Context: an optimization exercise on an open-source flow, tuned for small area and a short achievable clock period. The choices shown serve that exercise and are no tape-out recipe. At most, simulation tests tie the RTL to the original design; equivalence was not proved. No functional check of the RTL was part of run 6. No activity file was given, so power comes from the tool's default toggle rates.

File: flow/config.mk
export PLATFORM = sky130hd
export DESIGN_NAME = trace_monitor_top
export DESIGN_NICKNAME = trace_monitor_top
export VERILOG_FILES = /design/flow/design.v
export SDC_FILE = /design/flow/constraint.sdc
export NUM_CORES = 4
export LEC_CHECK = 0
export ABC_CLOCK_PERIOD_IN_PS = 1600
export CAP_MARGIN = 20
export CORE_MARGIN = 2
export CORE_UTILIZATION = 65
export CTS_CLUSTER_DIAMETER = 60
export CTS_CLUSTER_SIZE = 30
export SETUP_SLACK_MARGIN = 1.7
export SLEW_MARGIN = 20
File: flow/constraint.sdc
create_clock -name core_clock -period 3.5 [get_ports {clk}]
set_input_delay 0.7000 -clock core_clock [delete_from_list [all_inputs] [get_ports {clk}]]
set_output_delay 0.7000 -clock core_clock [all_outputs]
set_load 0.01 [all_outputs]
File: flow/design.v
`timescale 1ns/1ps
`default_nettype none
package trace_monitor_pkg;
    typedef enum logic [3:0] {
        RANGE_LOWER_EN   = 4'd0,
        RANGE_UPPER_EN   = 4'd1,
        RANGE_LOWER      = 4'd2,
        RANGE_UPPER      = 4'd3,
        TRIGGER_START_EN = 4'd4,
        TRIGGER_END_EN   = 4'd5,
        TRIGGER_START    = 4'd6,
        TRIGGER_END      = 4'd7,
        WFI_STOP         = 4'd8,
        HALT_ON_FULL_EN  = 4'd9,
        FORCED_HALT      = 4'd10
    } ctrl_addr_e;
    typedef struct packed {
        logic [32-1:0]        pc;
        logic [32-1:0] instr;
        logic [32-1:0] delta;
        logic                          last;
    } trace_record_t;
    typedef struct packed {
        logic                   range_lower_en;
        logic                   range_upper_en;
        logic [32-1:0] range_lower;
        logic [32-1:0] range_upper;
        logic                   trigger_start_en;
        logic                   trigger_end_en;
        logic [32-1:0] trigger_start;
        logic [32-1:0] trigger_end;
        logic                   halt_on_full_en;
        logic                   forced_halt;
        logic                   wfi_stop_clear;
    } trace_config_t;
endpackage
`default_nettype wire
`timescale 1ns/1ps
`default_nettype none
module trace_monitor_top (
    input  wire logic                          clk,
    input  wire logic                          rst_n,
    input  wire logic [32-1:0]        pc,
    input  wire logic [32-1:0] instr,
    input  wire logic                          en,
    input  wire logic [3:0]                    ctrl_addr,
    input  wire logic [32-1:0]        ctrl_wdata,
    input  wire logic                          ctrl_write_enable,
    output logic                               tvalid,
    input  wire logic                          tready,
    output logic [(32 + 32 + 32)-1:0]       tdata,
    output logic                               tlast,
    output logic                               halt_cpu
);
    localparam int DEPTH = 8;
    localparam int RW    = (32 + 32 + 32) + 1;
    logic w_lo_en, w_hi_en, w_lo, w_hi, w_ts_en, w_te_en, w_ts, w_te;
    logic w_clr, w_hen, w_frc;
    always_comb begin
        w_lo_en = 1'b0; w_hi_en = 1'b0; w_lo = 1'b0; w_hi = 1'b0;
        w_ts_en = 1'b0; w_te_en = 1'b0; w_ts = 1'b0; w_te = 1'b0;
        w_clr = 1'b0; w_hen = 1'b0; w_frc = 1'b0;
        if (ctrl_write_enable) begin
            case (ctrl_addr)
                4'd0:  w_lo_en = 1'b1;
                4'd1:  w_hi_en = 1'b1;
                4'd2:  w_lo    = 1'b1;
                4'd3:  w_hi    = 1'b1;
                4'd4:  w_ts_en = 1'b1;
                4'd5:  w_te_en = 1'b1;
                4'd6:  w_ts    = 1'b1;
                4'd7:  w_te    = 1'b1;
                4'd8:  w_clr   = 1'b1;
                4'd9:  w_hen   = 1'b1;
                4'd10: w_frc   = 1'b1;
                default: ;
            endcase
        end
    end
    logic        lo_en, hi_en, ts_en, te_en, halt_en, forced, clr;
    logic        lo_wr, hi_wr, ts_wr, te_wr;
    logic [31:0] lo, hi, ts, te;
    logic        lo_en_n, hi_en_n, ts_en_n, te_en_n, halt_en_n, forced_n;
    logic        lo_wr_n, hi_wr_n;
    assign lo_en_n   = w_lo_en ? ctrl_wdata[0] : lo_en;
    assign hi_en_n   = w_hi_en ? ctrl_wdata[0] : hi_en;
    assign ts_en_n   = w_ts_en ? ctrl_wdata[0] : ts_en;
    assign te_en_n   = w_te_en ? ctrl_wdata[0] : te_en;
    assign halt_en_n = w_hen   ? ctrl_wdata[0] : halt_en;
    assign forced_n  = w_frc   ? ctrl_wdata[0] : forced;
    assign lo_wr_n   = lo_wr | w_lo;
    assign hi_wr_n   = hi_wr | w_hi;
    always_ff @(posedge clk or negedge rst_n) begin
        if (!rst_n) begin
            lo_en   <= 1'b0;
            hi_en   <= 1'b0;
            ts_en   <= 1'b0;
            te_en   <= 1'b0;
            halt_en <= 1'b1;
            forced  <= 1'b0;
            clr     <= 1'b0;
            lo_wr   <= 1'b0;
            hi_wr   <= 1'b0;
            ts_wr   <= 1'b0;
            te_wr   <= 1'b0;
        end else begin
            lo_en   <= lo_en_n;
            hi_en   <= hi_en_n;
            ts_en   <= ts_en_n;
            te_en   <= te_en_n;
            halt_en <= halt_en_n;
            forced  <= forced_n;
            clr     <= w_clr;
            lo_wr   <= lo_wr_n;
            hi_wr   <= hi_wr_n;
            ts_wr   <= ts_wr | w_ts;
            te_wr   <= te_wr | w_te;
        end
    end
    always_ff @(posedge clk) begin
        if (w_lo) lo <= ctrl_wdata;
        if (w_hi) hi <= ctrl_wdata;
        if (w_ts) ts <= ctrl_wdata;
        if (w_te) te <= ctrl_wdata;
    end
    logic [31:0] s0_pc, s0_instr, s1_pc, s1_instr;
    logic        s0_wfi, s1_wfi, s0_nz;
    always_ff @(posedge clk or negedge rst_n) begin
        if (!rst_n) begin
            s0_wfi <= 1'b0;
            s1_wfi <= 1'b0;
            s0_nz  <= 1'b0;
        end else begin
            s0_wfi <= (instr == 32'h10500073);
            s1_wfi <= s0_wfi;
            s0_nz  <= (pc != 32'h0);
        end
    end
    always_ff @(posedge clk) begin
        s0_pc    <= pc;
        s0_instr <= instr;
        s1_pc    <= s0_pc;
        s1_instr <= s0_instr;
    end
    logic s0_ms, s0_me, ms, me, sr, er, sr_n, er_n;
    logic eq_wd, eq_ts, eq_te;
    assign eq_wd = (pc == ctrl_wdata);
    assign eq_ts = ts_wr ? (pc == ts) : (pc == 32'h0);
    assign eq_te = te_wr ? (pc == te) : (pc == 32'hFFFF_FFFF);
    assign ms   = ts_en && s0_ms;
    assign me   = te_en && s0_me;
    assign sr_n = me ? 1'b0 : (ms ? 1'b1 : sr);
    assign er_n = me ? 1'b1 : (ms ? 1'b0 : er);
    logic [4:0] wfi_cnt, wfi_cnt_n;
    logic       sel_q, wf_q, lo_on_q, hi_on_q;
    logic       re_n, wf_n, win_n;
    always_comb begin
        if (!s1_wfi || clr)
            wfi_cnt_n = '0;
        else if (en && (wfi_cnt < 5'd16))
            wfi_cnt_n = wfi_cnt + 5'd1;
        else
            wfi_cnt_n = wfi_cnt;
    end
    assign re_n  = (s0_pc != pc) && s0_nz && !s0_wfi;
    assign wf_n  = s0_wfi && (wfi_cnt_n == 5'd15);
    assign win_n = (sr_n || !ts_en_n) && (!er_n || !te_en_n);
    always_ff @(posedge clk or negedge rst_n) begin
        if (!rst_n) begin
            wfi_cnt <= '0;
            sr      <= 1'b0;
            er      <= 1'b0;
            s0_ms   <= 1'b1;
            s0_me   <= 1'b0;
            sel_q   <= 1'b0;
            wf_q    <= 1'b0;
            lo_on_q <= 1'b0;
            hi_on_q <= 1'b0;
        end else begin
            wfi_cnt <= wfi_cnt_n;
            sr      <= sr_n;
            er      <= er_n;
            s0_ms   <= w_ts ? eq_wd : eq_ts;
            s0_me   <= w_te ? eq_wd : eq_te;
            sel_q   <= (re_n || wf_n) && win_n;
            wf_q    <= wf_n;
            lo_on_q <= lo_en_n && lo_wr_n;
            hi_on_q <= hi_en_n && hi_wr_n;
        end
    end
    logic lo_gt_h, lo_ge_l;
    logic hi_lt_h, hi_le_l;
    logic wd_gt_h, wd_lt_h, wd_ge_l, wd_le_l;
    logic w_lo_q, w_hi_q;
    logic ge_lo, le_hi, in_range, pre_q;
    always_ff @(posedge clk) begin
        lo_gt_h <= (s0_pc[31:16] >  lo[31:16]);
        lo_ge_l <= (s0_pc[31:16] == lo[31:16]) && (s0_pc[15:0] >= lo[15:0]);
        hi_lt_h <= (s0_pc[31:16] <  hi[31:16]);
        hi_le_l <= (s0_pc[31:16] == hi[31:16]) && (s0_pc[15:0] <= hi[15:0]);
        wd_gt_h <= (s0_pc[31:16] >  ctrl_wdata[31:16]);
        wd_lt_h <= (s0_pc[31:16] <  ctrl_wdata[31:16]);
        wd_ge_l <= (s0_pc[31:16] == ctrl_wdata[31:16]) && (s0_pc[15:0] >= ctrl_wdata[15:0]);
        wd_le_l <= (s0_pc[31:16] == ctrl_wdata[31:16]) && (s0_pc[15:0] <= ctrl_wdata[15:0]);
        w_lo_q  <= w_lo;
        w_hi_q  <= w_hi;
    end
    assign ge_lo    = w_lo_q ? (wd_gt_h || wd_ge_l) : (lo_gt_h || lo_ge_l);
    assign le_hi    = w_hi_q ? (wd_lt_h || wd_le_l) : (hi_lt_h || hi_le_l);
    assign in_range = (!lo_on_q || ge_lo) && (!hi_on_q || le_hi);
    assign pre_q    = sel_q && in_range;
    logic          full_q, cap_v, cap_v_n, load, push, cap_hold;
    logic [31:0]   delta;
    logic [RW-1:0] cap;
    assign load    = en && pre_q && (!cap_v || !full_q);
    assign push    = cap_v && !full_q;
    assign cap_v_n = load || (cap_v && full_q);
    always_ff @(posedge clk or negedge rst_n) begin
        if (!rst_n) begin
            delta    <= '0;
            cap_v    <= 1'b0;
            cap_hold <= 1'b0;
        end else begin
            if (load)
                delta <= 32'd1;
            else if (delta != 32'hFFFF_FFFF)
                delta <= delta + 32'd1;
            cap_v    <= cap_v_n;
            cap_hold <= cap_v_n && full_n;
        end
    end
    always_ff @(posedge clk) begin
        if (!cap_hold)
            cap <= {s1_instr, s1_pc, delta, wf_q};
    end
    logic [DEPTH-1:0][RW-1:0] mem;
    logic [DEPTH-1:0]         wr_oh, rd_oh, wr_oh_n, rd_oh_n, we_q;
    logic [3:0]               count, count_n;
    logic                     ne_q, pop, take_rdy, full_n;
    assign take_rdy = !tvalid || tready;
    assign pop      = ne_q && take_rdy;
    always_comb begin
        count_n = count;
        if (push && !pop)
            count_n = count + 4'd1;
        else if (!push && pop)
            count_n = count - 4'd1;
    end
    assign full_n  = (count_n == 4'(DEPTH));
    assign wr_oh_n = push ? {wr_oh[DEPTH-2:0], wr_oh[DEPTH-1]} : wr_oh;
    assign rd_oh_n = pop  ? {rd_oh[DEPTH-2:0], rd_oh[DEPTH-1]} : rd_oh;
    always_ff @(posedge clk or negedge rst_n) begin
        if (!rst_n) begin
            wr_oh    <= DEPTH'(1);
            rd_oh    <= DEPTH'(1);
            we_q     <= '0;
            count    <= '0;
            full_q   <= 1'b0;
            ne_q     <= 1'b0;
            halt_cpu <= 1'b0;
            tvalid   <= 1'b0;
        end else begin
            wr_oh    <= wr_oh_n;
            rd_oh    <= rd_oh_n;
            we_q     <= (cap_v_n && !full_n) ? wr_oh_n : '0;
            count    <= count_n;
            full_q   <= full_n;
            ne_q     <= (count_n != 4'd0);
            halt_cpu <= (halt_en_n && full_n) || forced_n;
            if (take_rdy)
                tvalid <= ne_q;
        end
    end
    always_ff @(posedge clk) begin
        for (int i = 0; i < DEPTH; i++) begin
            if (we_q[i])
                mem[i] <= cap;
        end
    end
    logic [RW-1:0] out_q, out_d;
    always_comb begin
        out_d = {RW{!pop}} & out_q;
        for (int i = 0; i < DEPTH; i++)
            out_d = out_d | ({RW{pop && rd_oh[i]}} & mem[i]);
    end
    always_ff @(posedge clk) begin
        out_q <= out_d;
    end
    assign tdata = out_q[RW-1:1];
    assign tlast = out_q[0];
endmodule
`default_nettype wire
File: flow/flow/run.sh
#!/bin/bash
# Standard ORFS layout (the standard.sh, standard synthesis unchanged),
# with the port buffers made from plain buf cells instead of the delay-cell
# buffer that buffer_ports picks by default. Each tool's output goes to the
# ORFS logs under orfs/logs/, and make's own output to flow_make.log here.
set -euo pipefail
export BUFFER_PORTS_ARGS="-buffer_cell sky130_fd_sc_hd__buf_2"
bash standard.sh finish > flow_make.log 2>&1
File: flow/standard.sh
#!/bin/bash
# synth_recipe.tcl (not shown) runs the flow's synth.tcl, then flattens the netlist and writes it again
# the make line also repeats each setting of config.mk as NAME=value (left out here)
make -C /OpenROAD-flow-scripts/flow DESIGN_CONFIG=/design/flow/config.mk WORK_HOME=/design/flow/orfs CLKGATE_MAP_FILE= SYNTH_SCRIPT=/design/flow/synth_recipe.tcl "${@:-finish}"
==> qor.yml, run 1 <==
clockRootBuffer: "clkbuf_16"
detail-route-antenna-nets: 0
finalPower_mw: 31.4
synth_top_cell_area_share_pct: 62.5
ff_latch_area_sq_um: 37400
fill_cells: 3805
yosysMostFrequentCell: "edfxtp_1"
synth.ff_latch_count: 1329
nNetsFinal: 3654
p_leak_nw: 21.1
worstPathRequired_ps: 4030
syn_avg_cell_area_sq_um: 15.8
period_share_pct: 59.0
tightest_slew_ps: 790
drive_above_1_share_pct: 28.8
coreArea_sq_um: 73100
clk_pin_slew_ps: 100
antenna_found_initial: 6
grt_max_degree: 74
synthArstFlopShare_pct: 7.00
critPathLaunchType: "flop"
placed_area_sq_um: 50700
path_class: "flop to flop"
largest_reg_flops: 776
synth-edff-count: 1001
finalNonFillerCells: 4471
multi_input_area_sq_um: 11900
outcome: "timing/DRC/antenna clean"
fin_skew_ps: 31.4
crit_arrival_ps: 2600
final_max_slew_viol_count: 0
synth_warnings: 1
initial_core_util_pct: 65.9
path_buf_inv: 1
cts_tree: "done"
grt_pass1_wl_um: 188000
drt_first_iter_violations: 4304
vias_per_cell: 6.77
fin_area_sq_um: 58600
worstSkewPairLatency_ps: 660
hold_viol_final: 0
synth_area_leaders: "edfxtp_1 (62%), dfxtp_1 (9.8%), dfrtp_1 (4.6%)"
ys_types: 64
synth-seq-area-share_pct: 77.1
syn_area_sq_um: 48100
maxCapViolCount: 0
vdd_drop_max_uv: 508
setup_ws_ps: 1430
hpwl_um: 69600
cts_max_path_buffers: 3
power_density_nw_per_um2: 536
regMostFlops: "mem"
hold_path.class: "input port to async pin"
cp_max_fo: 5
max_freq_mhz: 484
track_usage_pct: 33.7
grt-ovfl-total: 0
setup_viol: 0
ios: 204
cts_made_buffers: 73
fp.dieH_um: 276
slew_headroom_pct: 47.4
cts.sinks: 1329
crit_chain: "buf_4 -> and4_4 -> and4_2 -> nand2_2 -> nor3_1 -> xnor2_1 -> nor2_1"
syn_to_final_growth_pct: 21.8
grt_pass1_vias: 29000
syn_inst: 3052
synth_top_area_cell: "edfxtp_1"
port_buffers: 203
critPathMaxStageDelay_ps: 490
die_width_um: 276
place_inst: 4116
dr_total_vias: 30300
slowest_stage: "dfrtp_1"
syn-num-nets: 3257
final_util_pct: 80.2
top_regs: "mem (776), cap (97), out_q (97)"
rows: 99
place_congestion: 0.942
synth_flop_cell: "edfxtp_1"
pre_cts_slack_ps: 400
die-area_sq_um: 76200
fin_crit_ps: 2070
routed_wirelength_um: 143000
routedWlPerCell_um: 31.9
rsz0062_at_grt: "true"
first_pass_iters: 6
ys_top_cells_by_count: "edfxtp_1 (1001), nand2_1 (265), dfxtp_1 (235)"
htreeDepth: 3
crit_path_end_kind: "flop"
cp_top_family: "simple AND/OR/NAND/NOR gates"
drcViolationCount: 0
==> layer usage <==
layer,share of wire [%],vias up,global-route usage (%)
met5,0.027,-,0
met4,6.0,6,14.4
met3,11,427,5.48
met2,48,1930,56.3
met1,36,15300,44.4
li1,-,12700,-
==> repair_timing <==
| item | in CTS | in global routing |
|---|---|---|
| buffers inserted | 78 | 83 |
| hold buffers | 0 | 0 |
| gates cloned | 17 | 39 |
| pin swaps | 42 | 192 |
| gates resized for setup | 374 | 309 |
| endpoints found under the hold margin | 0 | 0 |
| endpoints found under the setup margin | 408 | 253 |
==> placed cells by master, fill, tap and decap left out, drive strengths merged, types with 88 or more instances in the layout <==
master,synthesis,final
a22oi,118,118
dfrtp,89,89
inv,101,127
edfxtp,1001,1001
nand3,138,138
ha,100,100
nand2,265,275
o21ai,121,121
a222oi,88,88
buf,38,435
a221oi,89,89
dfxtp,235,235
clkbuf,121,108
==> path summary, 6_finish.rpt <==
| check | slack (ps) | from | endpoint | cells past startpoint |
|---|---|---|---|---|
| setup / recovery | 1430 | delta[18] | delta[24] | 7 |
| hold / removal | 20 | rst_n | forced | 1 |
| setup reg to reg | 1430 | delta[18] | delta[24] | 7 |
| hold reg to reg | 340 | s0_instr[12] | s1_instr[12] | 0 |
| max in group asynchronous | 2690 | rst_n | delta[0] | 2 |
| min in group core_clock | 150 | instr[20] | s0_instr[20] | 1 |
==> area by class of cell <==
| class | count | share of cell area (%) |
|---|---|---|
| well taps | 959 | 2.05 |
| inverters | 101 | 0.660 |
| diodes | 3 | 0.0128 |
| multi-input cells | 1485 | 20.3 |
| repair buffers | 458 | 8.69 |
| clock buffers | 85 | 3.39 |
| repair inverters | 1 | 0.0128 |
| clock inverters | 50 | 1.12 |
| flip-flops and latches | 1329 | 63.8 |
==> report_power, final <==
| part | total (mW) | switching [mW] | internal [mW] | leakage (nW) |
|---|---|---|---|---|
| clock network | 10.2 | 5.54 | 4.65 | 1.28 |
| registers | 18.2 | 0.538 | 17.6 | 12.5 |
| logic | 3.08 | 1.88 | 1.21 | 7.35 |
| total | 31.4 | 7.96 | 23.5 | 21.1 |
==> cells by family after synthesis <==
logic type | share of synthesized area [%]
DFF | 77.1
and+or+nand+nor | 6.76
AOI/OAI and AO/OA | 8.61
buffers and inverters | 2.11
xor gates and xnor gates | 2.67
adders and majority gates | 2.60
muxes | 0.179
==> through the flow <==
stage	TNS, ps	hold slack (ps)
after floorplan	0	310
after global placement	-991	312
after detailed placement	0	312
after CTS	0	0.314
after global routing	0	15.7
final	0	18.6
==> inputs of run 2 (changes only) <==
--- a/flow/config.mk
+++ b/flow/config.mk
@@ -7,9 +7,9 @@
 export LEC_CHECK = 0
-export ABC_CLOCK_PERIOD_IN_PS = 1600
+export ABC_CLOCK_PERIOD_IN_PS = 1800
 export CAP_MARGIN = 20
 export CORE_MARGIN = 2
-export CORE_UTILIZATION = 65
+export CORE_UTILIZATION = 60
 export CTS_CLUSTER_DIAMETER = 60
 export CTS_CLUSTER_SIZE = 30
-export SETUP_SLACK_MARGIN = 1.7
+export SETUP_SLACK_MARGIN = 1.65
 export SLEW_MARGIN = 20
==> run 2 against run 1 <==
- still clean on timing, DRC and antenna
- synthesized area stayed put
- total power down 0.90%
- combinational power fell by 17%
- global-route usage is 3.1 points lower
- final area down 3.4%
- synthesized cell count is the same
- sequential share of layout area up 2.3 points
- sequential cell count unchanged
- critical endpoint is now s0_me
==> qor.yml, run 2 <==
place_congestion: 0.937  # -0.51%
nNetsFinal: 3573  # -2.2%
yosysMostFrequentCell: "edfxtp_1"
comb_power_share_pct: 8.2  # -1.6 points
maxCapViolCount: 0  # unchanged
power_density_nw_per_um2: 550  # +2.6%
first_pass_iters: 6  # unchanged
cts_max_path_buffers: 3  # unchanged
antenna_found_initial: 7  # +1
grt_pass1_wl_um: 184000  # -2.1%
synthArstFlopShare_pct: 7.00  # unchanged
ys_types: 64  # unchanged
top_regs: "mem (776), cap (97), out_q (97)"
rrSetupSlack_ps: 1520  # +80 ps
cts_made_buffers: 76  # +4.1%
htreeDepth: 3  # unchanged
pwr-share-clk_pct: 33.5  # +1.1 points
finalPower_mw: 31.1  # -0.90%
finalNonFillerCells: 4486  # +0.34%
cts.sinks: 1329  # unchanged
slew_headroom_pct: 39.6  # -7.8 points
routedWlPerCell_um: 28.9  # -9.5%
port_buffers: 203  # unchanged
worstSkewPairLatency_ps: 660  # about the same
rows: 103  # +4.0%
tightest_slew_ps: 906  # +117 ps
placed_area_sq_um: 50900  # +0.31%
critPathMaxStageDelay_ps: 440  # -50 ps
final_max_slew_viol_count: 0  # unchanged
slowest_stage: "edfxtp_1"
synth-edff-count: 1001  # unchanged
setup_viol: 0  # unchanged
grt_pass1_vias: 28300  # -2.3%
p_leak_nw: 20.4  # -3.4%
fin_crit_ps: 1980  # -83.8 ps
fp.dieH_um: 287  # +4.0%
place_inst: 4212  # +2.3%
fin_area_sq_um: 56600  # -3.4%
cp_top_family: "compound AO/OA/AOI/OAI gates"
fin_skew_ps: 35.3  # +3.96 ps
drive_above_1_share_pct: 24.2  # -4.6 points
p_seq_share_pct: 58.3  # +0.5 points
hpwl_um: 71700  # +2.9%
ys_top_cells_by_count: "edfxtp_1 (1001), nand2_1 (265), dfxtp_1 (235)"
worstPathRequired_ps: 4040  # about the same
vias_per_cell: 6.38  # -5.7%
routed_wirelength_um: 129000  # -9.2%
switching_share_pct: 24.7  # -0.58 points
hold_viol_final: 0  # unchanged
drt_first_iter_violations: 3407  # -21%
syn_avg_cell_area_sq_um: 15.8  # unchanged
clk_pin_slew_ps: 100  # about the same
die-area_sq_um: 82500  # +8.2%
initial_core_util_pct: 60.7  # -5.1 points
setup_tns_ps: 0  # unchanged
regMostFlops: "mem"
synth_top_area_cell: "edfxtp_1"
die_width_um: 287  # +4.0%
crit_chain: "xor2_1 -> o31ai_1 -> a32oi_1 -> a2111oi_2 -> nand4_1 -> o21ai_2"
p_sw_mw: 7.70  # -3.2%
rsz0062_at_grt: "true"
track_usage_pct: 30.6  # -3.1 points
mostFrequentLayoutCells: "edfxtp_1 (1001), nand2_1 (262), nand3_1 (133)"
crit_path_end_kind: "flop"
synth-seq-area-share_pct: 77.1  # unchanged
layout.cells.most_common: "edfxtp_1"
grt_max_degree: 54  # -27%
cts_tree: "done"
path_buf_inv: 0  # -1
fill_cells: 5085  # +34%
path_class: "flop to flop"
synth_top_cell_area_share_pct: 62.5  # unchanged
critPathLaunchType: "flop"
coreArea_sq_um: 79300  # +8.4%
synth_flop_cell: "edfxtp_1"
syn_area_sq_um: 48100  # unchanged
pre_cts_slack_ps: 721  # +321 ps
ios: 204  # unchanged
hold_path.class: "input port to async pin"
vdd_drop_max_uv: 517  # +1.8%
crit_arrival_ps: 2520  # -80 ps
syn_to_final_growth_pct: 17.6
grt-ovfl-total: 0  # unchanged
drcViolationCount: 0  # unchanged
dr_total_vias: 28600  # -5.4%
clockRootBuffer: "clkbuf_16"
syn-num-nets: 3257  # unchanged
synth.ff_latch_count: 1329  # unchanged
detail-route-antenna-nets: 0  # unchanged
synth_warnings: 1  # unchanged
period_share_pct: 56.6  # -2.4 points
setup_ws_ps: 1520  # +83.8 ps
outcome: "timing/DRC/antenna clean"
p_int_mw: 23.4  # -0.14%
synth_area_leaders: "edfxtp_1 (62%), dfxtp_1 (9.8%), dfrtp_1 (4.6%)"
max_freq_mhz: 504  # +4.2%
cp_max_fo: 3  # -2
largest_reg_flops: 776  # unchanged
syn_inst: 3052  # unchanged
-- run 2: cell counts after synthesis --
No cell type changed its count.
-- run 2: final timing paths --
path                        startpoint            to  cells past startpoint
max                             te[30]         s0_me                      6
min                              rst_n    wfi_cnt[1]                      1
max reg2reg                     te[30]         s0_me                      6
min reg2reg                s0_instr[2]   s1_instr[2]                      0
max in group asynchronous        rst_n      delta[3]                      2
min in group core_clock      instr[16]  s0_instr[16]                      1
-- run 2: power by group through the flow --
stage	clock network (mW)	registers, mW	logic, mW
floorplan	0	18.3	0.979
global placement	0	18.4	1.58
detailed placement	0	18.5	1.62
CTS	10.5	18.1	2.13
global route	11.1	18.2	2.69
finish	10.4	18.2	2.56
-- run 2: kinds of logic after synthesis --
logic type	Yosys count	share of synthesized area, %
and+or+nand+nor	656	6.76
xor gates and xnor gates	146	2.67
muxes	8	0.179
DFF	1329	77.1
adders and majority gates	100	2.60
buffers and inverters	260	2.11
AOI/OAI and AO/OA	553	8.61
-- run 2: worst reg2reg max path, cell delays in order, from the launching register on --
cell       delay [ps]
edfxtp_1          440
xor2_1            170
o31ai_1           250
a32oi_1           200
a2111oi_2         340
nand4_1           170
o21ai_2           290
-- run 2: metrics by stage --
| stage | hold WS [ps] | utilization [%] |
|---|---|---|
| floorplan | 310 | - |
| global placement | 310 | 64.2 |
| detailed placement | 313 | 64.2 |
| CTS | 77.9 | 69.9 |
| global route | 121 | 71.4 |
| finish | 78.0 | 71.4 |
-- run 2: timing repair --
| action | CTS | global route |
|---|---|---|
| gates resized for setup | 285 | 167 |
| hold buffers | 0 | 0 |
| setup buffers | 67 | 35 |
| cloned | 12 | 14 |
| pin swaps | 25 | 70 |
| endpoints found under the setup margin | 319 | 199 |
-- run 2: final cells by class --
| type | count | area, sq um | area share (%) |
|---|---|---|---|
| Clock inverter | 58 | 778 | 1.37 |
| Tap cell | 1050 | 1310 | 2.32 |
| Timing Repair inverter | 1 | 7.51 | 0.0133 |
| Multi-Input combinational cell | 1472 | 11000 | 19.4 |
| Inverter | 101 | 383 | 0.676 |
| Antenna cell | 4 | 10.0 | 0.0177 |
| Clock buffer | 84 | 2020 | 3.56 |
| Sequential cell | 1329 | 37400 | 66.0 |
| Timing Repair Buffer | 387 | 3750 | 6.62 |
-- run 2: layer usage --
| layer | share of wire [%] | track usage, % | vias to the layer above |
|---|---|---|---|
| li1 | - | - | 12500 |
| met1 | 38 | 41.0 | 14600 |
| met2 | 50 | 52.2 | 1316 |
| met3 | 7.9 | 3.65 | 208 |
| met4 | 3.8 | 11.0 | 4 |
| met5 | 0.012 | 0 | - |
==> inputs of run 3 (changes only) <==
--- a/flow/config.mk
+++ b/flow/config.mk
@@ -10,6 +10,6 @@
 export CORE_MARGIN = 2
-export CORE_UTILIZATION = 60
+export CORE_UTILIZATION = 55
 export CTS_CLUSTER_DIAMETER = 60
 export CTS_CLUSTER_SIZE = 30
-export SETUP_SLACK_MARGIN = 1.65
+export SETUP_SLACK_MARGIN = 1.6
 export SLEW_MARGIN = 20
==> run 3 against run 2 <==
- clock power rose by 9.6%
- final area fell by 0.94%
- clock skew fell by 5.2 ps
- maximum frequency rose by 1.6%
- first-iteration DRC count fell by 16%
- still clean on timing, DRC and antenna
- register-to-register slack improved by 30 ps
- total power rose by 2.5%
- critical path type unchanged
- critical path depth fell by 1
- die area rose by 9.0%
==> qor.yml, run 3 <==
cts.sinks: 1329  # unchanged
outcome: "timing/DRC/antenna clean"
track_usage_pct: 27.8  # -2.8 points
synth-compound-area-share_pct: 8.61  # unchanged
startpoint: "s0_pc[20]"
drt_first_iter_violations: 2855  # -16%
synthSimpleGateAreaFrac_pct: 6.76  # unchanged
regMostFlops: "mem"
synth_xor_xnor_area_share_pct: 2.67  # unchanged
grtUsageMet3_pct: 3.50  # -0.15 points
r2r-end: "sel_q"
hpwl_um: 72200  # +0.69%
detail-route-antenna-nets: 0  # unchanged
grt.met2_usage_pct: 47.3  # -5.0 points
clk_pin_slew_ps: 100  # about the same
pre_cts_slack_ps: 945  # +224 ps
final_max_slew_viol_count: 0  # unchanged
ff_latch_area_sq_um: 37400  # about the same
fp.dieH_um: 300  # +4.4%
crit_arrival_ps: 2500  # -20 ps
synth.ff_latch_count: 1329  # unchanged
die-area_sq_um: 89900  # +9.0%
syn-num-nets: 3257  # unchanged
synth.area.mux_share_pct: 0.179  # unchanged
placed_area_sq_um: 51100  # +0.39%
synth_area_leaders: "edfxtp_1 (62%), dfxtp_1 (9.8%), dfrtp_1 (4.6%)"
largest_reg_flops: 776  # unchanged
place_congestion: 0.906  # -3.2%
ys_types: 64  # unchanged
first_pass_iters: 7  # +1
critPathLaunchType: "flop"
rsz0062_at_grt: "true"
cts_tree: "done"
grt_max_degree: 81  # +50%
drive_above_1_share_pct: 22.3  # -1.9 points
syn_avg_cell_area_sq_um: 15.8  # unchanged
crit_path_end_kind: "flop"
cts_made_buffers: 90  # +18%
hold_viol_final: 0  # unchanged
grt-ovfl-total: 0  # unchanged
ios: 204  # unchanged
reg2regPathDepth: 5  # -1
mostFrequentLayoutCells: "edfxtp_1 (1001), nand2_1 (264), buf_2 (152)"
cp_max_fo: 5  # +2
cts_max_path_buffers: 3  # unchanged
synth_flop_cell: "edfxtp_1"
synth_top_cell_area_share_pct: 62.5  # unchanged
grt_util_met1_pct: 36.8  # -4.1 points
whs_path_depth: 1
fin_skew_ps: 30.1  # -5.24 ps
setup_ws_ps: 1550  # +32.2 ps
rows: 108  # +4.9%
antenna_found_initial: 1  # -6
dr_total_vias: 28300  # -1.2%
power_density_nw_per_um2: 569  # +3.5%
routed_wirelength_um: 129000  # -0.14%
routedWlPerCell_um: 28.3  # -1.9%
die_width_um: 300  # +4.4%
drcViolationCount: 0  # unchanged
p_leak_nw: 20.1  # -1.1%
slew_headroom_pct: 38.3  # -1.3 points
syn_area_sq_um: 48100  # unchanged
synth_top_area_cell: "edfxtp_1"
synth-seq-area-share_pct: 77.1  # unchanged
final_util_pct: 64.6  # -6.8 points
ys_top_cells_by_count: "edfxtp_1 (1001), nand2_1 (265), dfxtp_1 (235)"
hold_start: "instr[3]"
syn_to_final_growth_pct: 16.5
rrSetupSlack_ps: 1550  # +30 ps
top_regs: "mem (776), cap (97), out_q (97)"
vdd_drop_max_uv: 410  # -21%
tightest_slew_ps: 926  # +19.8 ps
worstPathRequired_ps: 4050  # about the same
timing.rr.start: "s0_pc[20]"
fill_cells: 6207  # +22%
initial_core_util_pct: 55.5  # -5.2 points
synthArstFlopShare_pct: 7.00  # unchanged
synth_warnings: 1  # unchanged
hold_end: "s0_instr[3]"
nNetsFinal: 3536  # -1.0%
worstSkewPairLatency_ps: 680  # +20 ps
layout.cells.most_common: "edfxtp_1"
port_buffers: 203  # unchanged
path_class: "flop to flop"
coreArea_sq_um: 86800  # +9.5%
clockRootBuffer: "clkbuf_16"
setup_viol: 0  # unchanged
multi_input_area_sq_um: 10800  # -2.0%
fin_area_sq_um: 56100  # -0.94%
max_freq_mhz: 513  # +1.6%
htreeDepth: 3  # unchanged
setup_tns_ps: 0  # unchanged
grt_pass1_wl_um: 182000  # -1.1%
period_share_pct: 55.7  # -0.92 points
yosysMostFrequentCell: "edfxtp_1"
hold_path.class: "input port to flop"
vias_per_cell: 6.20  # -2.8%
syn_inst: 3052  # unchanged
fin_crit_ps: 1950  # -32.2 ps
maxCapViolCount: 0  # unchanged
grt_pass1_vias: 27900  # -1.5%
top_usage_layer: "met2"
synth-adder-area-share_pct: 2.60  # unchanged
synth-edff-count: 1001  # unchanged
synth_top_family_by_area: "compound AO/OA/AOI/OAI gates"
## run 3: changes by cell type in the layout (fill, tap and decap cells not counted), moves of 5 or more
cell / change
buf_6: -41
buf_2: +30
dfxtp_1: +23
dfxtp_2: -23
o21ai_0: +22
o21ai_1: -21
buf_4: -20
a21oi_1: +9
a21oi_2: -9
clkbuf_16: +7
inv_8: +5
## run 3: metal layers
layer / vias to the layer above / share of wire [%]
met2: 1226 / 50
met5: - / 0
met3: 241 / 7.4
met1: 14400 / 38
li1: 12400 / -
met4: 0 / 4.0
## run 3: kinds of logic (layout without fill, tap and decap cells)
family                     count (synthesis)  count (layout)
AOI/OAI and AO/OA                        553             553
buffers and inverters                    260             610
xor gates and xnor gates                 146             146
and+or+nand+nor                          656             662
other                                      0               1
adders and majority gates                100             100
DFF                                     1329            1329
muxes                                      8               8
## run 3: how the worst max path moves through the flow
stage	to	slack, ps
finish	sel_q	1550
global route	delta[5]	1500
CTS	tvalid	1540
detailed placement	s0_ms	940
global placement	s0_ms	980
floorplan	s0_ms	880
## run 3: final cells by class
class | count | area share [%]
clock inverters | 69 | 1.56
well taps | 1155 | 2.58
multi-input cells | 1469 | 19.2
repair buffers | 340 | 5.18
diodes | 1 | 0.00446
clock buffers | 100 | 4.21
inverters | 101 | 0.683
flip-flops and latches | 1329 | 66.6
## run 3: per-stage QoR
| step | hold slack (ps) | std cells | power (mW) |
|---|---|---|---|
| after global placement | 311 | 4321 | 20.0 |
| after global routing | 109 | 4564 | 32.9 |
| after floorplan | 310 | 3052 | 19.2 |
| final | 132 | 4564 | 31.9 |
| after detailed placement | 312 | 4321 | 20.1 |
| after CTS | 96.0 | 4530 | 31.7 |
## run 3: critical path, stage by stage (launching register included)
cell,delay [ps]
dfxtp_1,550
xnor2_1,200
nand4_1,160
nor4_1,390
a21oi_1,230
o221a_2,310
## run 3: what timing repair did
item | in CTS | in global routing
cloned | 4 | 9
hold buffers | 0 | 0
endpoints found under the setup margin | 258 | 146
setup buffers | 36 | 24
pin swaps | 14 | 34
gates resized for setup | 200 | 102
## run 3: report_power, final
group          switching (mW)  total (mW)  internal (mW)
logic                    1.43        2.29          0.863
registers               0.570        18.2           17.6
clock network            5.98        11.4           5.45
total                    7.99        31.9           23.9
==> inputs of run 4 (changes only) <==
--- a/flow/config.mk
+++ b/flow/config.mk
@@ -10,6 +10,6 @@
 export CORE_MARGIN = 2
-export CORE_UTILIZATION = 55
+export CORE_UTILIZATION = 60
 export CTS_CLUSTER_DIAMETER = 60
 export CTS_CLUSTER_SIZE = 30
-export SETUP_SLACK_MARGIN = 1.6
+export SETUP_SLACK_MARGIN = 1.5
 export SLEW_MARGIN = 20
==> run 4 against run 3 <==
- still clean on timing, DRC and antenna
- global-route usage increased by 1.6 points
- total power decreased by 6.4%
- via count decreased by 1.9%
- non-clock buffer count decreased by 45
- final area decreased by 3.7%
- critical path depth increased by 2
- core utilization increased by 3.5 points
- wire length decreased by 6.3%
- maximum frequency decreased by 3.5%
- first-iteration DRC count increased by 5.1%
==> qor.yml, run 4 <==
maxCapViolCount: 0  # unchanged
critPathLaunchType: "flop"
clk_pin_slew_ps: 80  # -20 ps
synth_flop_cell: "edfxtp_1"
setup_viol: 0  # unchanged
path_class: "flop to flop"
vdd_drop_max_uv: 425  # +3.6%
synth_top_cell_area_share_pct: 62.5  # unchanged
grt_max_degree: 94  # +16%
place_congestion: 0.909  # +0.32%
coreArea_sq_um: 79300  # -8.6%
top_usage_layer: "met2"
syn_avg_cell_area_sq_um: 15.8  # unchanged
hold_path.class: "input port to async pin"
antenna_found_initial: 1  # unchanged
ios: 204  # unchanged
syn_area_sq_um: 48100  # unchanged
power_density_nw_per_um2: 553  # -2.8%
cts-hold-fix-buffers: 0  # unchanged
synth-seq-area-share_pct: 77.1  # unchanged
setup_ws_ps: 1480  # -71.4 ps
cp_max_fo: 5  # unchanged
first_pass_iters: 6  # -1
grt_pass1_wl_um: 177000  # -2.8%
crit_path_end_kind: "flop"
tightest_slew_ps: 805  # -121 ps
ys_top_cells_by_count: "edfxtp_1 (1001), nand2_1 (265), dfxtp_1 (235)"
grtUsageMet3_pct: 4.13  # +0.62 points
grt_pass1_vias: 27700  # -0.66%
slew_headroom_pct: 46.3  # +8.1 points
worstSkewPairLatency_ps: 660  # -20 ps
syn_to_final_growth_pct: 12.2
synthArstFlopShare_pct: 7.00  # unchanged
cts_made_buffers: 78  # -13%
synth.ff_latch_count: 1329  # unchanged
syn_inst: 3052  # unchanged
layout.cells.most_common: "edfxtp_1"
synth_area_leaders: "edfxtp_1 (62%), dfxtp_1 (9.8%), dfrtp_1 (4.6%)"
outcome: "timing/DRC/antenna clean"
routed_wirelength_um: 121000  # -6.3%
routedWlPerCell_um: 27.7  # -2.3%
drcViolationCount: 0  # unchanged
top_regs: "mem (776), cap (97), out_q (97)"
dr_total_vias: 27800  # -1.9%
cts_max_path_buffers: 3  # unchanged
fp.dieH_um: 287  # -4.2%
ys_types: 64  # unchanged
finalPower_mw: 29.9  # -6.4%
nNetsFinal: 3473  # -1.8%
syn-num-nets: 3257  # unchanged
synth_top_area_cell: "edfxtp_1"
grt_util_met1_pct: 39.1  # +2.2 points
hpwl_um: 71000  # -1.7%
yosysMostFrequentCell: "edfxtp_1"
port_buffers: 203  # unchanged
synth_warnings: 1  # unchanged
track_usage_pct: 29.4  # +1.6 points
fill_cells: 5391  # -13%
clockRootBuffer: "clkbuf_16"
worstPathRequired_ps: 4020  # -30 ps
placed_area_sq_um: 50800  # -0.67%
crit_arrival_ps: 2540  # +40 ps
cts_tree: "done"
period_share_pct: 57.8  # +2.0 points
grt.met2_usage_pct: 49.9  # +2.6 points
hold_viol_final: 0  # unchanged
multi_input_area_sq_um: 10300  # -3.8%
hold-worst-slack_ps: 102  # -29.7 ps
largest_reg_flops: 776  # unchanged
fin_crit_ps: 2020  # +71.4 ps
fin_skew_ps: 35.0  # +4.94 ps
cts.sinks: 1329  # unchanged
drive_above_1_share_pct: 16.3  # -6.0 points
synth-edff-count: 1001  # unchanged
drt_first_iter_violations: 3000  # +5.1%
ff_latch_area_sq_um: 37200  # -0.43%
die-area_sq_um: 82500  # -8.2%
initial_core_util_pct: 60.7  # +5.2 points
fin_area_sq_um: 54000  # -3.7%
rsz0062_at_grt: "true"
grt-ovfl-total: 0  # unchanged
final_max_slew_viol_count: 0  # unchanged
regMostFlops: "mem"
max_freq_mhz: 495  # -3.5%
p_leak_nw: 19.4  # -3.8%
pre_cts_slack_ps: 670  # -275 ps
rows: 103  # -4.6%
detail-route-antenna-nets: 0  # unchanged
htreeDepth: 3  # unchanged
mostFrequentLayoutCells: "edfxtp_1 (1001), nand2_1 (263), dfxtp_1 (216)"
die_width_um: 287  # -4.2%
vias_per_cell: 6.34  # +2.2%
setup_tns_ps: 0  # unchanged
run 4: changes by cell type in the layout (fill, tap and decap cells not counted), sizes merged, moves of 4 or more:
cell / change
clkbuf: -14
inv: -7
and3: -4
buf: -41
clkinv: -11
run 4: cells by family after synthesis:
kind of cell / share of synthesized area (%)
fa+ha+maj: 2.60
xor+xnor: 2.67
flops: 77.1
buf+inv: 2.11
mux: 0.179
simple gates: 6.76
compound gates: 8.61
run 4: area by class of cell:
cell class | count | area share [%]
sequential | 1329 | 68.9
multi-input combinational | 1463 | 19.2
timing repair buffer | 295 | 3.98
clock buffer | 90 | 3.79
tap | 1050 | 2.43
clock inverter | 51 | 1.07
inverter | 101 | 0.709
antenna | 1 | 0.00463
run 4: what timing repair did:
item                                    CTS  global route
pin swaps                                 8            13
resized for setup                        56            40
endpoints found under the setup margin  140           102
buffers inserted                         13            17
run 4: report_power, final:
group	internal [mW]	switching, mW
logic	0.586	1.14
clock network	4.53	5.50
registers	17.6	0.528
run 4: path summary, 6_finish.rpt:
kind                         startpoint      endpoint  slack [ps]  cells after the start
max                           s0_pc[28]       lo_ge_l        1480                      7
min                               rst_n      halt_cpu         100                      2
max reg2reg                   s0_pc[28]       lo_ge_l        1480                      7
min reg2reg                s0_instr[25]  s1_instr[25]         330                      0
max in group asynchronous         rst_n      rd_oh[1]        2870                      2
min in group core_clock       instr[13]  s0_instr[13]         160                      1
run 4: critical path, stage by stage, from the launching register on:
cell and delay [ps]:
dfxtp_1 300, buf_4 170, ha_1 310, nand4_1 90
or2_4 290, nor3_4 320, o21ai_0 160, a31oi_1 250
run 4: per-layer routing:
metal	routed length, um	part of all wire, %
met5	0	0
met2	60000	50
met4	4500	3.7
met1	47100	39
met3	9560	7.9
run 4: per-stage QoR:
step / utilization, % / instances
2_1_floorplan: - / 3052
3_3_place_gp: 64.0 / 4208
3_5_place_dp: 64.0 / 4208
4_1_cts: 67.8 / 4362
5_1_grt: 68.2 / 4380
6_report: 68.2 / 4380
==> inputs of run 5 (changes only) <==
--- a/flow/config.mk
+++ b/flow/config.mk
@@ -7,3 +7,3 @@
 export LEC_CHECK = 0
-export ABC_CLOCK_PERIOD_IN_PS = 1800
+export ABC_AREA = 1
 export CAP_MARGIN = 20
==> run 5 against run 4 <==
- combinational power grew 130%
- non-clock buffer count shrank 3
- core utilization is essentially flat
- hold slack lost 24 ps
- count of clock-buffer cells in the layout grew 5
- sequential share of layout area shrank 3.7 points
==> qor.yml, run 5 <==
drt_first_iter_violations: 2741  # -8.6%
syn_inst: 4065  # +33%
port_buffers: 203  # unchanged
syn_to_final_growth_pct: 12.6
ys_top_cells_by_count: "edfxtp_1 (1001), nand2_1 (749), nand3_1 (640)"
track_usage_pct: 29.2  # -0.13 points
die_width_um: 295  # +2.6%
drcViolationCount: 0  # unchanged
setup_tns_ps: 0  # unchanged
setup_viol: 0  # unchanged
fin_skew_ps: 43.0  # +7.96 ps
comb_power_share_pct: 11.0  # +5.2 points
vias_per_cell: 5.87  # -7.5%
clockRootBuffer: "clkbuf_16"
dr_total_vias: 32100  # +16%
die-area_sq_um: 86800  # +5.2%
p_sw_mw: 10.1  # +41%
synthArstFlopShare_pct: 7.00  # unchanged
cts_made_buffers: 90  # +15%
final_util_pct: 68.2  # about the same
max_freq_mhz: 510  # +3.1%
grt_pass1_wl_um: 188000  # +6.2%
cts.sinks: 1329  # unchanged
grt_pass1_vias: 30600  # +10%
routed_wirelength_um: 127000  # +5.1%
maxCapViolCount: 0  # unchanged
finalNonFillerCells: 5472  # +25%
place_congestion: 0.899  # -1.1%
cts_tree: "done"
crit_path_end_kind: "primary output"
timing.rr.start: "te_wr"
coreArea_sq_um: 83700  # +5.6%
critPathMaxStageDelay_ps: 430  # +110 ps
hold_viol_final: 0  # unchanged
worstSkewPairLatency_ps: 680  # +20 ps
worstPathRequired_ps: 2800  # -1220 ps
place_inst: 5276  # +25%
final_max_slew_viol_count: 0  # unchanged
rsz0062_at_grt: "false"
path_buf_inv: 1  # unchanged
detail-route-antenna-nets: 0  # unchanged
cp_top_family: "flip-flops"
cts-hold-fix-buffers: 0  # unchanged
r2r-end: "s0_me"
power_density_nw_per_um2: 624  # +13%
tightest_slew_ps: 1020  # +212 ps
cts_max_path_buffers: 3  # unchanged
top_regs: "mem (776), cap (97), out_q (97)"
mostFrequentLayoutCells: "edfxtp_1 (1001), nand2_1 (746), nand3_1 (640)"
crit_arrival_ps: 1260  # -1280 ps
slew_headroom_pct: 32.2  # -14 points
p_leak_nw: 22.6  # +17%
syn_area_sq_um: 50700  # +5.3%
ios: 204  # unchanged
reg2regPathDepth: 9  # +2
fin_crit_ps: 1960  # -60.5 ps
cp_max_fo: 2  # -3
hold_path.class: "input port to async pin"
outcome: "timing/DRC/antenna clean"
synth_warnings: 1  # unchanged
rrSetupSlack_ps: 1570  # +90 ps
synth-edff-count: 1001  # unchanged
synth-seq-area-share_pct: 73.2  # -3.9 points
fp.dieH_um: 295  # +2.6%
hpwl_um: 72200  # +1.8%
grt-ovfl-total: 0  # unchanged
path_class: "flop to primary output"
synth.ff_latch_count: 1329  # unchanged
ys_types: 46  # -28%
period_share_pct: 56.0  # -1.7 points
drive_above_1_share_pct: 12.7  # -3.6 points
p_seq_share_pct: 56.5  # -4.2 points
clk_pin_slew_ps: 90  # about the same
initial_core_util_pct: 60.6  # -0.17 points
syn-num-nets: 4270  # +31%
synth_top_area_cell: "edfxtp_1"
synth_flop_cell: "edfxtp_1"
nNetsFinal: 4466  # +29%
htreeDepth: 3  # unchanged
antenna_found_initial: 4  # +3
p_int_mw: 25.5  # +12%
pwr-share-clk_pct: 32.5  # -1.1 points
fill_cells: 6075  # +13%
syn_avg_cell_area_sq_um: 12.5  # -21%
crit_chain: "buf_2"
switching_share_pct: 28.3  # +4.3 points
largest_reg_flops: 776  # unchanged
routedWlPerCell_um: 23.3  # -16%
first_pass_iters: 6  # unchanged
grt_max_degree: 94  # unchanged
rows: 106  # +2.9%
layout.cells.most_common: "edfxtp_1"
yosysMostFrequentCell: "edfxtp_1"
regMostFlops: "mem"
critPathLaunchType: "flop"
synth_area_leaders: "edfxtp_1 (59%), dfxtp_1 (9.3%), nand3_1 (6.3%)"
synth_top_cell_area_share_pct: 59.3  # -3.1 points
slowest_stage: "dfxtp_2"
vdd_drop_max_uv: 531  # +25%
==> run 5: cell types whose count changed in the layout (fill, tap and decap cells not counted), moves of 35 or more <==
cell / previous run / this run
nand3_1: 135 / 640
nand2_1: 263 / 746
a31oi_1: 2 / 196
inv_1: 99 / 234
a21oi_1: 31 / 164
a22oi_1: 118 / 0
nor2_1: 53 / 167
a222oi_1: 88 / 0
a221oi_1: 86 / 0
o21ai_0: 117 / 62
xnor2_1: 78 / 37
xor2_1: 67 / 32
==> run 5: how the worst max path moves through the flow <==
stage	from	to	cells past startpoint
2_1_floorplan	cap_hold	cap[0]	1
3_3_place_gp	tready	we_q[4]	11
3_5_place_dp	tready	we_q[0]	11
4_1_cts	te_wr	s0_me	9
5_1_grt	delta[1]	delta[8]	9
6_report	out_q[44]	tdata[43]	1
==> run 5: layout make-up <==
| cell class | count | area (sq um) | area share (%) |
|---|---|---|---|
| Sequential cell | 1329 | 37200 | 65.2 |
| Multi-Input combinational cell | 2307 | 12000 | 21.0 |
| Clock buffer | 95 | 2300 | 4.04 |
| Timing Repair Buffer | 292 | 2260 | 3.96 |
| Tap cell | 1134 | 1420 | 2.49 |
| Clock inverter | 73 | 977 | 1.71 |
| Inverter | 241 | 917 | 1.61 |
| Antenna cell | 1 | 2.50 | 0.00439 |
==> run 5: through the flow <==
step | hold WS (ps) | setup slack (ps) | cell area [sq um] | power [mW]
floorplan | 310 | 1340 | 50700 | 22.0
global placement | 310 | 897 | 53200 | 23.7
detailed placement | 312 | 849 | 53200 | 23.8
CTS | 83.6 | 1360 | 56800 | 35.5
global route | 93.3 | 1490 | 57100 | 36.8
finish | 78.1 | 1540 | 57100 | 35.6
==> run 5: power by group through the flow <==
stage | Clock, mW | Sequential [mW] | Combinational, mW
after global placement | 0 | 20.5 | 3.23
after global routing | 12.3 | 20.3 | 4.17
final | 11.6 | 20.1 | 3.90
after detailed placement | 0 | 20.5 | 3.25
after CTS | 11.7 | 20.2 | 3.61
after floorplan | 0 | 20.4 | 1.64
==> run 5: metal layers <==
metal | vias to the layer above | wire length [um] | GRT usage [%]
li1 | 14900 | - | -
met3 | 220 | 9040 | 3.73
met5 | - | 21 | 0
met4 | 4 | 3600 | 8.19
met1 | 15800 | 55300 | 42.1
met2 | 1215 | 59300 | 47.4
==> run 5: cell families (layout without fill, tap and decap cells) <==
logic type / Yosys count / count (layout) / share of synthesized area, %
xor+xnor: 70 / 70 / 1.21
compound gates: 452 / 452 / 5.10
fa+ha+maj: 100 / 100 / 2.47
flops: 1329 / 1329 / 73.2
simple gates: 1683 / 1685 / 14.6
other cells: 0 / 1 / 0
buf+inv: 431 / 701 / 3.40
==> run 5: what timing repair did <==
item / in CTS / in global routing
endpoints found under the hold margin: 0 / 0
pin swaps: 2 / 4
setup endpoints to repair: 181 / 125
resized for setup: 39 / 19
gates cloned: 6 / 6
buffers inserted: 6 / 9
==> inputs of run 6 (changes only) <==
--- a/flow/design.v
+++ b/flow/design.v
@@ -154,4 +154,4 @@
     logic [4:0] wfi_cnt, wfi_cnt_n;
-    logic       sel_q, wf_q, lo_on_q, hi_on_q;
-    logic       re_n, wf_n, win_n;
+    logic       wf_q;
+    logic       re_n, wf_n, win_n, sel_n, lo_on_n, hi_on_n;
     always_comb begin
@@ -164,5 +164,17 @@
     end
-    assign re_n  = (s0_pc != pc) && s0_nz && !s0_wfi;
-    assign wf_n  = s0_wfi && (wfi_cnt_n == 5'd15);
-    assign win_n = (sr_n || !ts_en_n) && (!er_n || !te_en_n);
+    assign re_n    = (s0_pc != pc) && s0_nz && !s0_wfi;
+    assign wf_n    = s0_wfi && (wfi_cnt_n == 5'd15);
+    assign win_n   = (sr_n || !ts_en_n) && (!er_n || !te_en_n);
+    assign sel_n   = (re_n || wf_n) && win_n;
+    assign lo_on_n = lo_en_n && lo_wr_n;
+    assign hi_on_n = hi_en_n && hi_wr_n;
+    logic lo_gt_h, lo_ge_l, hi_lt_h, hi_le_l;
+    logic lo_a, lo_b, hi_a, hi_b;
+    logic pre_q;
+    assign lo_gt_h = w_lo ? (s0_pc[31:16] > ctrl_wdata[31:16]) : (s0_pc[31:16] > lo[31:16]);
+    assign lo_ge_l = w_lo ? ((s0_pc[31:16] == ctrl_wdata[31:16]) && (s0_pc[15:0] >= ctrl_wdata[15:0]))
+                          : ((s0_pc[31:16] == lo[31:16]) && (s0_pc[15:0] >= lo[15:0]));
+    assign hi_lt_h = w_hi ? (s0_pc[31:16] < ctrl_wdata[31:16]) : (s0_pc[31:16] < hi[31:16]);
+    assign hi_le_l = w_hi ? ((s0_pc[31:16] == ctrl_wdata[31:16]) && (s0_pc[15:0] <= ctrl_wdata[15:0]))
+                          : ((s0_pc[31:16] == hi[31:16]) && (s0_pc[15:0] <= hi[15:0]));
     always_ff @(posedge clk or negedge rst_n) begin
@@ -174,6 +186,5 @@
             s0_me   <= 1'b0;
-            sel_q   <= 1'b0;
             wf_q    <= 1'b0;
-            lo_on_q <= 1'b0;
-            hi_on_q <= 1'b0;
+            lo_a    <= 1'b0;
+            lo_b    <= 1'b0;
         end else begin
@@ -184,29 +195,12 @@
             s0_me   <= w_te ? eq_wd : eq_te;
-            sel_q   <= (re_n || wf_n) && win_n;
             wf_q    <= wf_n;
-            lo_on_q <= lo_en_n && lo_wr_n;
-            hi_on_q <= hi_en_n && hi_wr_n;
-        end
-    end
-    logic lo_gt_h, lo_ge_l;
-    logic hi_lt_h, hi_le_l;
-    logic wd_gt_h, wd_lt_h, wd_ge_l, wd_le_l;
-    logic w_lo_q, w_hi_q;
-    logic ge_lo, le_hi, in_range, pre_q;
-    always_ff @(posedge clk) begin
-        lo_gt_h <= (s0_pc[31:16] >  lo[31:16]);
-        lo_ge_l <= (s0_pc[31:16] == lo[31:16]) && (s0_pc[15:0] >= lo[15:0]);
-        hi_lt_h <= (s0_pc[31:16] <  hi[31:16]);
-        hi_le_l <= (s0_pc[31:16] == hi[31:16]) && (s0_pc[15:0] <= hi[15:0]);
-        wd_gt_h <= (s0_pc[31:16] >  ctrl_wdata[31:16]);
-        wd_lt_h <= (s0_pc[31:16] <  ctrl_wdata[31:16]);
-        wd_ge_l <= (s0_pc[31:16] == ctrl_wdata[31:16]) && (s0_pc[15:0] >= ctrl_wdata[15:0]);
-        wd_le_l <= (s0_pc[31:16] == ctrl_wdata[31:16]) && (s0_pc[15:0] <= ctrl_wdata[15:0]);
-        w_lo_q  <= w_lo;
-        w_hi_q  <= w_hi;
-    end
-    assign ge_lo    = w_lo_q ? (wd_gt_h || wd_ge_l) : (lo_gt_h || lo_ge_l);
-    assign le_hi    = w_hi_q ? (wd_lt_h || wd_le_l) : (hi_lt_h || hi_le_l);
-    assign in_range = (!lo_on_q || ge_lo) && (!hi_on_q || le_hi);
-    assign pre_q    = sel_q && in_range;
+            lo_a    <= sel_n && (!lo_on_n || lo_gt_h);
+            lo_b    <= sel_n && (!lo_on_n || lo_ge_l);
+        end
+    end
+    always_ff @(posedge clk) begin
+        hi_a <= !hi_on_n || hi_lt_h;
+        hi_b <= !hi_on_n || hi_le_l;
+    end
+    assign pre_q = (lo_a || lo_b) && (hi_a || hi_b);
     logic          full_q, cap_v, cap_v_n, load, push, cap_hold;
--- a/flow/config.mk
+++ b/flow/config.mk
@@ -7,3 +7,3 @@
 export LEC_CHECK = 0
-export ABC_AREA = 1
+export ABC_CLOCK_PERIOD_IN_PS = 1800
 export CAP_MARGIN = 20
==> run 6 against run 5 <==
- first-iteration DRC count increased by 7.7%
- sequential cell count decreased by 9
- maximum frequency decreased by 12%
- worst setup slack got worse by 260 ps
- via count decreased by 13%
- total power decreased by 15%
- global-route usage increased by 0.41 points
- count of clock-buffer cells in the layout decreased by 6
- critical path type is now flop to flop
- largest cell class unchanged
==> qor.yml, run 6 <==
top_regs: "mem (776), cap (97), out_q (97)"
synth_warnings: 1  # unchanged
final_util_pct: 68.8  # +0.61 points
worstSkewPairLatency_ps: 660  # -20 ps
worstPathRequired_ps: 3990  # +1190 ps
clockRootBuffer: "clkbuf_16"
syn-num-nets: 3265  # -24%
hpwl_um: 70800  # -1.9%
htreeDepth: 3  # unchanged
syn_inst: 3060  # -25%
grt_pass1_wl_um: 179000  # -5.0%
largest_reg_flops: 776  # unchanged
synth_area_leaders: "edfxtp_1 (63%), dfxtp_1 (9.5%), dfrtp_1 (4.6%)"
fin_skew_ps: 26.5  # -16.4 ps
syn_to_final_growth_pct: 13.3
cts-hold-fix-buffers: 0  # unchanged
setup_viol: 0  # unchanged
fin_area_sq_um: 54300  # -4.8%
synth-edff-count: 1001  # unchanged
cts.sinks: 1320  # -0.68%
placed_area_sq_um: 50600  # -4.8%
fp.dieH_um: 287  # -2.7%
synth_top_cell_area_share_pct: 62.7  # +3.4 points
detail-route-antenna-nets: 0  # unchanged
drcViolationCount: 0  # unchanged
antenna_found_initial: 2  # -2
vias_per_cell: 6.36  # +8.4%
crit_path_end_kind: "flop"
pre_cts_slack_ps: 784  # -64.7 ps
place_inst: 4219  # -20%
synth_top_area_cell: "edfxtp_1"
die-area_sq_um: 82200  # -5.3%
mostFrequentLayoutCells: "edfxtp_1 (1001), nand2_1 (289), buf_2 (202)"
ios: 204  # unchanged
final_max_slew_viol_count: 0  # unchanged
coreArea_sq_um: 79000  # -5.6%
first_pass_iters: 8  # +2
regMostFlops: "mem"
initial_core_util_pct: 60.7  # +0.14 points
cp_max_fo: 1  # -1
ys_types: 76  # +65%
routed_wirelength_um: 122000  # -4.0%
synth.ff_latch_count: 1320  # -0.68%
dr_total_vias: 28100  # -13%
outcome: "timing/DRC/antenna clean"
synth-seq-area-share_pct: 77.0  # +3.8 points
hold_viol_final: 0  # unchanged
place_congestion: 0.951  # +5.8%
clk_pin_slew_ps: 100  # about the same
cts_tree: "done"
grt-ovfl-total: 0  # unchanged
grt_pass1_vias: 27500  # -10%
tightest_slew_ps: 1010  # -7.11 ps
hold_path.class: "input port to async pin"
power_density_nw_per_um2: 560  # -10%
drive_above_1_share_pct: 18.3  # +5.6 points
setup_tns_ps: 0  # unchanged
rows: 103  # -2.8%
synth_flop_cell: "edfxtp_1"
vdd_drop_max_uv: 523  # -1.6%
yosysMostFrequentCell: "edfxtp_1"
crit_arrival_ps: 2700  # +1440 ps
syn_avg_cell_area_sq_um: 15.7  # +26%
drt_first_iter_violations: 2951  # +7.7%
slew_headroom_pct: 32.1  # -0.10 points
path_class: "flop to flop"
finalNonFillerCells: 4413  # -19%
layout.cells.most_common: "edfxtp_1"
period_share_pct: 63.3  # +7.3 points
routedWlPerCell_um: 27.7  # +19%
nNetsFinal: 3501  # -22%
synthArstFlopShare_pct: 6.97  # -0.028 points
p_leak_nw: 19.2  # -15%
grt_max_degree: 73  # -22%
cts_made_buffers: 78  # -13%
cts_max_path_buffers: 3  # unchanged
setup_ws_ps: 1280  # -256 ps
syn_area_sq_um: 48000  # -5.4%
rsz0062_at_grt: "true"
maxCapViolCount: 0  # unchanged
fin_crit_ps: 2220  # +256 ps
critPathLaunchType: "flop"
die_width_um: 287  # -2.7%
track_usage_pct: 29.6  # +0.41 points
max_freq_mhz: 451  # -12%
port_buffers: 203  # unchanged
ys_top_cells_by_count: "edfxtp_1 (1001), nand2_1 (292), dfxtp_1 (227)"
run 6: routing by layer:
| layer | part of all wire (%) | global-route usage [%] | up-vias |
|---|---|---|---|
| met4 | 3.7 | 10.5 | 2 |
| met3 | 7.3 | 3.40 | 219 |
| met1 | 39 | 40.2 | 14300 |
| met5 | 0.0090 | 0 | - |
| met2 | 49 | 50.2 | 1238 |
| li1 | - | - | 12300 |
run 6: worst paths after layout:
| path | to | startpoint | cells past startpoint | slack [ps] |
|---|---|---|---|---|
| min reg2reg | s1_instr[1] | s0_instr[1] | 0 | 340 |
| max reg2reg | lo_b | lo[0] | 7 | 1280 |
| max | lo_b | lo[0] | 7 | 1280 |
| min in group core_clock | s0_instr[7] | instr[7] | 1 | 150 |
| min | delta[27] | rst_n | 1 | 90 |
| max in group asynchronous | rd_oh[0] | rst_n | 2 | 2490 |
run 6: area by class of cell:
cell class | instances | area, sq um
sequential | 1320 | 37000
fill | 5289 | 24700
multi-input combinational | 1480 | 10500
timing repair buffer | 308 | 2150
clock buffer | 89 | 2140
tap | 1050 | 1310
clock inverter | 57 | 737
inverter | 108 | 422
antenna | 1 | 2.50
run 6: timing repair:
action	4_1_cts	5_1_grt
gates resized for setup	71	56
setup endpoints to repair	147	114
gates cloned	5	1
buffers inserted	12	29
pin swaps	14	19
run 6: through the flow:
stage                     power (mW)  hold slack (ps)
after global placement          19.9              310
after CTS                       30.5              110
final                           30.4             89.3
after detailed placement        20.0              312
after global routing            31.4              127
after floorplan                 19.2              310
run 6: where the power goes:
group / leakage [nW] / total, mW / switching (mW) / internal [mW]
combinational: 5.68 / 1.77 / 1.17 / 0.601
sequential: 12.1 / 18.1 / 0.543 / 17.6
clock: 1.39 / 10.6 / 5.63 / 4.93
run 6: logic make-up (layout without fill, tap and decap cells):
family                     after synthesis  count (layout)  share of synthesized area, %
DFF                                   1320            1320                          77.0
and+or+nand+nor                        663             669                          6.88
AOI/OAI and AO/OA                      571             571                          8.78
buffers and inverters                  266             562                          2.17
xor gates and xnor gates               132             132                          2.41
adders and majority gates              100             100                          2.61
muxes                                    8               8                         0.180
other                                    0               1                             0
run 6: worst max-delay path, stage by stage, from the launching register on:
cell and delay [ps]:
edfxtp_1 430, ha_4 230, nand2b_4 140, a2111oi_4 340
a2111oi_4 60, o211ai_1 440, a2111o_1 310, a31oi_1 110

-- static timing again, ports no longer ideal --
The results above use ideal ports. As a check the final layouts listed here were re-extracted and re-timed, cells and wires unchanged. Step 1, drivers: a clkbuf_16 drives clk and a buf_2 each remaining input, both assumed. Step 2, shift: input delay + t, output delay - t, t = (earliest + latest rising clock arrival at the registers) / 2. This alone moves slack from input paths to output paths. Three values: ideal, step 1, step 2; two values: the first two.
run | t, ns | setup slack, ns | hold WS [ns] | slew at the worst register clock pin (ns) | worst slew at a driven data input, ns
run 1 | 0.720 | 1.434 / 1.434 / 0.965 | 0.019 / -0.028 / 0.336 | 0.11 / 0.11 | 0.09
run 2 | 0.714 | 1.518 / 1.508 / 1.012 | 0.078 / 0.032 / 0.332 | 0.11 / 0.11 | 0.10
run 3 | 0.736 | 1.550 / 1.510 / 0.927 | 0.132 / 0.089 / 0.323 | 0.11 / 0.11 | 0.08
run 4 | 0.703 | 1.478 / 1.478 / 0.963 | 0.102 / 0.061 / 0.335 | 0.11 / 0.11 | 0.08
run 5 | 0.733 | 1.539 / 1.467 / 1.029 | 0.078 / 0.061 / 0.296 | 0.11 / 0.11 | 0.07
run 6 | 0.718 | 1.283 / 1.283 / 0.774 | 0.089 / 0.083 / 0.336 | 0.10 / 0.10 | 0.06
After both steps every run listed still meets setup and hold. For run 3, which loses most, drivers alone change the setup slack by -0.040 ns; drivers and shift together by -0.623 ns.
